Background: an optimization exercise with open tools, aiming at small area. Do not read the settings as production practice. RTL that was checked went through simulation tests only; none was proved equivalent to the original.

==> xenon <==
Design i2c_mem, start of the top module:
module i2c_mem (
  input  logic                                                                     wr_clk,
  input  logic                                                                     rst,
  input  logic                                                                     wr_en,
  input  logic [i2c_mem_pkg::ADDR_W-1:0]                                           wr_addr,
  input  logic [i2c_mem_pkg::ADDR_W-1:0]                                           rd_addr,
  input  logic [i2c_mem_pkg::DATA_W-1:0]                                           wr_data,
  input  logic [(i2c_mem_pkg::NUM_REGS+i2c_mem_pkg::NUM_STATUS)*i2c_mem_pkg::DATA_W-1:0] rf_init,
  input  logic [i2c_mem_pkg::NUM_REGS*i2c_mem_pkg::DATA_W-1:0]                     rf_laen,
  output logic [i2c_mem_pkg::DATA_W-1:0]                                           rd_data,
  output logic [i2c_mem_pkg::NUM_REGS*i2c_mem_pkg::DATA_W-1:0]                     rf_data
);
==> module i2c_mem_rd_mux, before the edit <==
module i2c_mem_rd_mux (
  input  i2c_mem_pkg::addr_t                                         rd_addr,
  input  logic [i2c_mem_pkg::NUM_REGS*i2c_mem_pkg::DATA_W-1:0]       regs,
  input  logic [i2c_mem_pkg::NUM_STATUS*i2c_mem_pkg::DATA_W-1:0]     status,
  output i2c_mem_pkg::data_t                                         rd_data
);
  localparam int DW  = i2c_mem_pkg::DATA_W;
  localparam int NR  = i2c_mem_pkg::NUM_REGS;
  localparam int NS  = i2c_mem_pkg::NUM_STATUS;
  localparam int NE  = NR + NS;
  localparam int NG  = NE / 3;            
  localparam int NL  = NE - 3 * NG;        
  localparam int NT  = NG + NL;            
  logic [NE*DW-1:0] src;
  logic [NE-1:0]    sel;
  logic [NT*DW-1:0] grp_n;
  assign src = {status, regs};
  always_comb
  begin
    sel = '0;
    for (int k = 0; k < NE; k++)
    begin
      if (k < NR)
        sel[k] = (rd_addr == i2c_mem_pkg::addr_t'(k));
      else
        sel[k] = (rd_addr == i2c_mem_pkg::addr_t'(i2c_mem_pkg::STATUS_BASE + k - NR));
    end
  end
  for (genvar b = 0; b < DW; b++)
  begin : g_bit
    for (genvar g = 0; g < NG; g++)
    begin : g_grp
      i2c_mem_rd_ao3 i_ao3 (
        .sel ({sel[3*g+2], sel[3*g+1], sel[3*g]}),
        .dat ({src[(3*g+2)*DW+b], src[(3*g+1)*DW+b], src[(3*g)*DW+b]}),
        .y_n (grp_n[b*NT+g])
      );
    end
    for (genvar l = 0; l < NL; l++)
    begin : g_left
      assign grp_n[b*NT+NG+l] = ~(sel[3*NG+l] & src[(3*NG+l)*DW+b]);
    end
    assign rd_data[b] = ~(&grp_n[b*NT +: NT]);
  end
endmodule
==> module i2c_mem, before the edit <==
module i2c_mem (
  input  logic                                                                     wr_clk,
  input  logic                                                                     rst,
  input  logic                                                                     wr_en,
  input  logic [i2c_mem_pkg::ADDR_W-1:0]                                           wr_addr,
  input  logic [i2c_mem_pkg::ADDR_W-1:0]                                           rd_addr,
  input  logic [i2c_mem_pkg::DATA_W-1:0]                                           wr_data,
  input  logic [(i2c_mem_pkg::NUM_REGS+i2c_mem_pkg::NUM_STATUS)*i2c_mem_pkg::DATA_W-1:0] rf_init,
  input  logic [i2c_mem_pkg::NUM_REGS*i2c_mem_pkg::DATA_W-1:0]                     rf_laen,
  output logic [i2c_mem_pkg::DATA_W-1:0]                                           rd_data,
  output logic [i2c_mem_pkg::NUM_REGS*i2c_mem_pkg::DATA_W-1:0]                     rf_data
);
  localparam int RPB = i2c_mem_pkg::REGS_PER_BANK;
  localparam int DW  = i2c_mem_pkg::DATA_W;
  localparam int BW  = RPB * DW;
  localparam int NB  = i2c_mem_pkg::NUM_BANKS;
  localparam int NR  = i2c_mem_pkg::NUM_REGS;
  logic [NB-1:0]    bank_n;    
  logic [RPB-1:0]   idx_n;     
  logic [NR-1:0]    wr_go;
  logic [NR-1:0]    wr_hold;
  logic [NR-1:0]    rst_r;
  logic [NR*DW-1:0] rf_next;
  always_comb
  begin
    for (int g = 0; g < NB; g++)
      bank_n[g] = ~(wr_en & ~rst & (wr_addr[i2c_mem_pkg::ADDR_W-1:3] == 3'(g)));
    for (int r = 0; r < RPB; r++)
      idx_n[r] = ~(wr_addr[2:0] == 3'(r));
  end
  for (genvar r = 0; r < NR; r++)
  begin : g_wr
    i2c_mem_wr_sel i_sel (
      .bank_n (bank_n[r / RPB]),
      .idx_n  (idx_n[r % RPB]),
      .rst    (rst),
      .go     (wr_go[r]),
      .hold   (wr_hold[r]),
      .rst_r  (rst_r[r])
    );
  end
  for (genvar g = 0; g < NB; g++)
  begin : g_bank
    i2c_mem_reg_bank i_bank (
      .rst_r    (rst_r[g*RPB +: RPB]),
      .wr_go    (wr_go[g*RPB +: RPB]),
      .wr_hold  (wr_hold[g*RPB +: RPB]),
      .wr_data  (wr_data),
      .rf_init  (rf_init[g*BW +: BW]),
      .rf_laen  (rf_laen[g*BW +: BW]),
      .rf_data  (rf_data[g*BW +: BW]),
      .rf_next  (rf_next[g*BW +: BW])
    );
  end
  always_ff @(posedge wr_clk)
    rf_data <= rf_next;
  i2c_mem_rd_mux i_rd_mux (
    .rd_addr (rd_addr),
    .regs    (rf_data),
    .status  (rf_init[i2c_mem_pkg::STATUS_BASE*DW +: i2c_mem_pkg::NUM_STATUS*DW]),
    .rd_data (rd_data)
  );
endmodule
==> module i2c_mem_reg_bank, before the edit <==
module i2c_mem_reg_bank (
  input  logic [i2c_mem_pkg::REGS_PER_BANK-1:0]                   rst_r,
  input  logic [i2c_mem_pkg::REGS_PER_BANK-1:0]                   wr_go,
  input  logic [i2c_mem_pkg::REGS_PER_BANK-1:0]                   wr_hold,
  input  i2c_mem_pkg::data_t                                      wr_data,
  input  logic [i2c_mem_pkg::REGS_PER_BANK*i2c_mem_pkg::DATA_W-1:0] rf_init,
  input  logic [i2c_mem_pkg::REGS_PER_BANK*i2c_mem_pkg::DATA_W-1:0] rf_laen,
  input  logic [i2c_mem_pkg::REGS_PER_BANK*i2c_mem_pkg::DATA_W-1:0] rf_data,
  output logic [i2c_mem_pkg::REGS_PER_BANK*i2c_mem_pkg::DATA_W-1:0] rf_next
);
  localparam int NUM_R = i2c_mem_pkg::REGS_PER_BANK;
  localparam int DW    = i2c_mem_pkg::DATA_W;
  for (genvar r = 0; r < NUM_R; r++)
  begin : g_reg
    for (genvar b = 0; b < DW; b++)
    begin : g_bit
      i2c_mem_bit_nxt i_nxt (
        .go   (wr_go[r]),
        .hold (wr_hold[r]),
        .wd   (wr_data[b]),
        .q    (rf_data[r*DW+b]),
        .init (rf_init[r*DW+b]),
        .laen (rf_laen[r*DW+b]),
        .rst  (rst_r[r]),
        .nxt  (rf_next[r*DW+b])
      );
    end
  end
endmodule
==> module i2c_mem_wr_sel, before the edit <==
module i2c_mem_wr_sel (
  input  logic bank_n,
  input  logic idx_n,
  input  logic rst,
  output logic go,
  output logic hold,
  output logic rst_r
);
  i2c_mem_nor2 i_go   (.a(bank_n), .b(idx_n), .y(go));
  i2c_mem_nor2 i_hold (.a(go),     .b(rst),   .y(hold));
  i2c_mem_nor2 i_rst  (.a(go),     .b(hold),  .y(rst_r));
endmodule
clock: 6.0 ns
lec_check: 0
cap_margin: 20
core_area: 4 4 236 236
die_area: 0 0 240 240
slew_margin: 20
synth_hierarchical: 1
standard.sh (not shown) runs the stock make flow with config.mk's settings and CLKGATE_MAP_FILE= SYNTH_SCRIPT=/design/flow/synth_recipe.tcl, a recipe that flattens the netlist after the stock synthesis.
==> flow/flow/run.sh <==
#!/bin/bash
# Standard ORFS layout with three changes to how the layout is made:
#  - pins may sit on neighbouring tracks, so that the 815 ports fit a small die;
#  - the port buffers are the smallest buffer cell;
#  - the clock tree uses clkbuf_8 for clusters of up to 16 registers and no dummy loads.
# Each ORFS step keeps its own log under orfs/logs/; make's output goes to flow.log.
set -o pipefail
bash standard.sh \
  'PLACE_PINS_ARGS=-min_distance 1 -min_distance_in_tracks' \
  'BUFFER_PORTS_ARGS=-buffer_cell sky130_fd_sc_hd__buf_1' \
  'CTS_ARGS=-sink_clustering_enable -repair_clock_nets -dont_use_dummy_load -buf_list {sky130_fd_sc_hd__clkbuf_8} -root_buf sky130_fd_sc_hd__clkbuf_8 -sink_clustering_size 16 -sink_clustering_max_diameter 100' \
  finish > flow.log 2>&1
==> pepper (differences from xenon) <==
--- a/flow/design.v
+++ b/flow/design.v
@@ -82,11 +82,19 @@
   assign src = {status, regs};
-  always_comb
-  begin
-    sel = '0;
-    for (int k = 0; k < NE; k++)
-    begin
-      if (k < NR)
-        sel[k] = (rd_addr == i2c_mem_pkg::addr_t'(k));
-      else
-        sel[k] = (rd_addr == i2c_mem_pkg::addr_t'(i2c_mem_pkg::STATUS_BASE + k - NR));
+  logic [7:0] lo_n;
+  logic [4:0] hi_n;    
+  i2c_mem_dec3n #(.N(8)) i_lo_dec (.a(rd_addr[2:0]), .y_n(lo_n));
+  i2c_mem_dec3n #(.N(5)) i_hi_dec (.a(rd_addr[5:3]), .y_n(hi_n));
+  for (genvar k = 0; k < NE; k++)
+  begin : g_sel
+    if (k < NR)
+    begin : g_reg
+      i2c_mem_nor2 i_sel (.a(hi_n[k / 8]), .b(lo_n[k % 8]), .y(sel[k]));
+    end
+    else
+    begin : g_status
+      i2c_mem_nor2 i_sel (
+        .a (hi_n[i2c_mem_pkg::STATUS_BASE / 8]),
+        .b (lo_n[(i2c_mem_pkg::STATUS_BASE + k - NR) % 8]),
+        .y (sel[k])
+      );
     end
@@ -117,2 +125,46 @@
   assign y = ~(a | b);
+endmodule
+module i2c_mem_inv (
+  input  logic a,
+  output logic y
+);
+  assign y = ~a;
+endmodule
+module i2c_mem_nand3 (
+  input  logic a,
+  input  logic b,
+  input  logic c,
+  output logic y
+);
+  assign y = ~(a & b & c);
+endmodule
+module i2c_mem_nand4 (
+  input  logic a,
+  input  logic b,
+  input  logic c,
+  input  logic d,
+  output logic y
+);
+  assign y = ~(a & b & c & d);
+endmodule
+module i2c_mem_dec3n #(
+  parameter int N = 8
+) (
+  input  logic [2:0]   a,
+  output logic [N-1:0] y_n
+);
+  logic [2:0] a_n;
+  for (genvar b = 0; b < 3; b++)
+  begin : g_inv
+    i2c_mem_inv i_inv (.a(a[b]), .y(a_n[b]));
+  end
+  for (genvar i = 0; i < N; i++)
+  begin : g_out
+    i2c_mem_nand3 i_nand (
+      .a (i[0] ? a[0] : a_n[0]),
+      .b (i[1] ? a[1] : a_n[1]),
+      .c (i[2] ? a[2] : a_n[2]),
+      .y (y_n[i])
+    );
+  end
 endmodule
@@ -153,9 +205,18 @@
   logic [NR*DW-1:0] rf_next;
-  always_comb
-  begin
-    for (int g = 0; g < NB; g++)
-      bank_n[g] = ~(wr_en & ~rst & (wr_addr[i2c_mem_pkg::ADDR_W-1:3] == 3'(g)));
-    for (int r = 0; r < RPB; r++)
-      idx_n[r] = ~(wr_addr[2:0] == 3'(r));
-  end
+  logic       wr_low;      
+  logic [1:0] wa_n;        
+  i2c_mem_nor2 i_wr_low (.a(rst), .b(wr_addr[5]), .y(wr_low));
+  i2c_mem_inv  i_wa3_n  (.a(wr_addr[3]), .y(wa_n[0]));
+  i2c_mem_inv  i_wa4_n  (.a(wr_addr[4]), .y(wa_n[1]));
+  for (genvar g = 0; g < NB; g++)
+  begin : g_bank_dec
+    i2c_mem_nand4 i_bank_n (
+      .a (wr_en),
+      .b (wr_low),
+      .c (g[0] ? wr_addr[3] : wa_n[0]),
+      .d (g[1] ? wr_addr[4] : wa_n[1]),
+      .y (bank_n[g])
+    );
+  end
+  i2c_mem_dec3n #(.N(RPB)) i_idx_dec (.a(wr_addr[2:0]), .y_n(idx_n));
   for (genvar r = 0; r < NR; r++)
==> flow/flow/run.sh (replaced) <==
#!/bin/bash
# Standard ORFS layout with three changes to how the layout is made:
#  - pins may sit on neighbouring tracks, so that the 815 ports fit a small die;
#  - the port buffers are the smallest buffer cell;
#  - the clock tree uses clkbuf_8 for clusters of up to 14 registers and no dummy loads.
# Each ORFS step keeps its own log under orfs/logs/; make's output goes to flow.log.
set -o pipefail
bash standard.sh \
  'PLACE_PINS_ARGS=-min_distance 1 -min_distance_in_tracks' \
  'BUFFER_PORTS_ARGS=-buffer_cell sky130_fd_sc_hd__buf_1' \
  'CTS_ARGS=-sink_clustering_enable -repair_clock_nets -dont_use_dummy_load -buf_list {sky130_fd_sc_hd__clkbuf_8} -root_buf sky130_fd_sc_hd__clkbuf_8 -sink_clustering_size 14 -sink_clustering_max_diameter 80' \
  finish > flow.log 2>&1
- CAP_MARGIN: 20 -> 0
- CORE_AREA: 4 4 236 236 -> 4 4 216 216
- DIE_AREA: 0 0 240 240 -> 0 0 220 220
- SLEW_MARGIN: 20 -> 0
==> juniper (differences from xenon) <==
--- a/flow/design.v
+++ b/flow/design.v
@@ -29,3 +29,3 @@
 module i2c_mem_reg_bank (
-  input  logic [i2c_mem_pkg::REGS_PER_BANK-1:0]                   rst_r,
+  input  logic                                                    rst,
   input  logic [i2c_mem_pkg::REGS_PER_BANK-1:0]                   wr_go,
@@ -51,3 +51,3 @@
         .laen (rf_laen[r*DW+b]),
-        .rst  (rst_r[r]),
+        .rst  (rst),
         .nxt  (rf_next[r*DW+b])
@@ -123,4 +123,3 @@
   output logic go,
-  output logic hold,
-  output logic rst_r
+  output logic hold
 );
@@ -128,3 +127,2 @@
   i2c_mem_nor2 i_hold (.a(go),     .b(rst),   .y(hold));
-  i2c_mem_nor2 i_rst  (.a(go),     .b(hold),  .y(rst_r));
 endmodule
@@ -151,3 +149,2 @@
   logic [NR-1:0]    wr_hold;
-  logic [NR-1:0]    rst_r;
   logic [NR*DW-1:0] rf_next;
@@ -167,4 +164,3 @@
       .go     (wr_go[r]),
-      .hold   (wr_hold[r]),
-      .rst_r  (rst_r[r])
+      .hold   (wr_hold[r])
     );
@@ -174,3 +170,3 @@
     i2c_mem_reg_bank i_bank (
-      .rst_r    (rst_r[g*RPB +: RPB]),
+      .rst      (rst),
       .wr_go    (wr_go[g*RPB +: RPB]),
==> flow/flow/run.sh (replaced) <==
#!/bin/bash
# Standard ORFS layout, with the port buffers made from the smallest buffer cell
# and a clock tree of small clock buffers without dummy loads.
# Each ORFS step keeps its own log under orfs/logs/; make's output goes to flow.log.
set -o pipefail
bash standard.sh \
  'BUFFER_PORTS_ARGS=-buffer_cell sky130_fd_sc_hd__buf_1' \
  'CTS_ARGS=-sink_clustering_enable -repair_clock_nets -dont_use_dummy_load -buf_list {sky130_fd_sc_hd__clkbuf_2 sky130_fd_sc_hd__clkbuf_4} -root_buf sky130_fd_sc_hd__clkbuf_4 -sink_clustering_size 12' \
  finish > flow.log 2>&1
- CORE_AREA: 4 4 236 236 -> 4 4 146 146
- DIE_AREA: 0 0 240 240 -> 0 0 150 150
==> quartz (differences from xenon) <==
--- a/flow/design.v
+++ b/flow/design.v
@@ -29,3 +29,3 @@
 module i2c_mem_reg_bank (
-  input  logic [i2c_mem_pkg::REGS_PER_BANK-1:0]                   rst_r,
+  input  logic                                                    rst,
   input  logic [i2c_mem_pkg::REGS_PER_BANK-1:0]                   wr_go,
@@ -51,3 +51,3 @@
         .laen (rf_laen[r*DW+b]),
-        .rst  (rst_r[r]),
+        .rst  (rst),
         .nxt  (rf_next[r*DW+b])
@@ -123,4 +123,3 @@
   output logic go,
-  output logic hold,
-  output logic rst_r
+  output logic hold
 );
@@ -128,3 +127,2 @@
   i2c_mem_nor2 i_hold (.a(go),     .b(rst),   .y(hold));
-  i2c_mem_nor2 i_rst  (.a(go),     .b(hold),  .y(rst_r));
 endmodule
@@ -151,3 +149,2 @@
   logic [NR-1:0]    wr_hold;
-  logic [NR-1:0]    rst_r;
   logic [NR*DW-1:0] rf_next;
@@ -167,4 +164,3 @@
       .go     (wr_go[r]),
-      .hold   (wr_hold[r]),
-      .rst_r  (rst_r[r])
+      .hold   (wr_hold[r])
     );
@@ -174,3 +170,3 @@
     i2c_mem_reg_bank i_bank (
-      .rst_r    (rst_r[g*RPB +: RPB]),
+      .rst      (rst),
       .wr_go    (wr_go[g*RPB +: RPB]),
==> flow/flow/run.sh (replaced) <==
#!/bin/bash
# Standard ORFS layout, with the port buffers made from the smallest buffer cell
# and a clock tree of small clock buffers without dummy loads.
# Each ORFS step keeps its own log under orfs/logs/; make's output goes to flow.log.
set -o pipefail
bash standard.sh \
  'BUFFER_PORTS_ARGS=-buffer_cell sky130_fd_sc_hd__buf_1' \
  'CTS_ARGS=-sink_clustering_enable -repair_clock_nets -dont_use_dummy_load -buf_list {sky130_fd_sc_hd__clkbuf_4 sky130_fd_sc_hd__clkbuf_8} -root_buf sky130_fd_sc_hd__clkbuf_8 -sink_clustering_size 20' \
  finish > flow.log 2>&1
- CORE_AREA: 4 4 236 236 -> 10 10 290 290
- DIE_AREA: 0 0 240 240 -> 0 0 300 300
==> comparison <==
- pepper went through all stages and came out clean. quartz completed with no timing, DRC or antenna violations. juniper failed in I/O pin placement (3_2_place_iop) (PPL-0024). xenon ran to the end with no violations.
- Of juniper and xenon, xenon has the higher synthesized area (gap 1.1%, measured against xenon).
- Global-route usage, lowest first: quartz, xenon, pepper.
- In pepper the design area is smaller than in quartz, by 5.7%.
- The highest worst hold slack belongs to quartz, the lowest to xenon.
For pepper, juniper and quartz, only the layout was checked, not whether the RTL still works.

==> port drivers added, routing unchanged <==
In the flow no input, the clock included, has a driving cell. The finished layouts below were timed again as built, in two steps. Step 1, drivers: a clkbuf_16 drives wr_clk and a buf_2 each remaining input, both assumed. Step 2 adds t to the input delays and takes it off the output delays; t is the mean of the earliest and latest rising clock arrival at the registers after step 1. Input paths then give back, and output paths get back, about the clock's delay inside the block. a / b / c = ideal / step 1 / step 2; a / b = the first two.
run	t, ns	setup slack, ns	worst setup path at the end	slew at the worst register clock pin (ns)
xenon	0.630	1.349 / 1.265 / 1.265	input to output	0.12 / 0.12
pepper	0.645	1.347 / 1.202 / 1.202	input to output	0.11 / 0.11
quartz	0.693	1.099 / 1.005 / 1.005	input to output	0.06 / 0.06
After both steps every run listed still meets setup and hold. The setup slack of pepper, which loses most, moves by -0.145 ns with the drivers and by -0.145 ns with both steps.
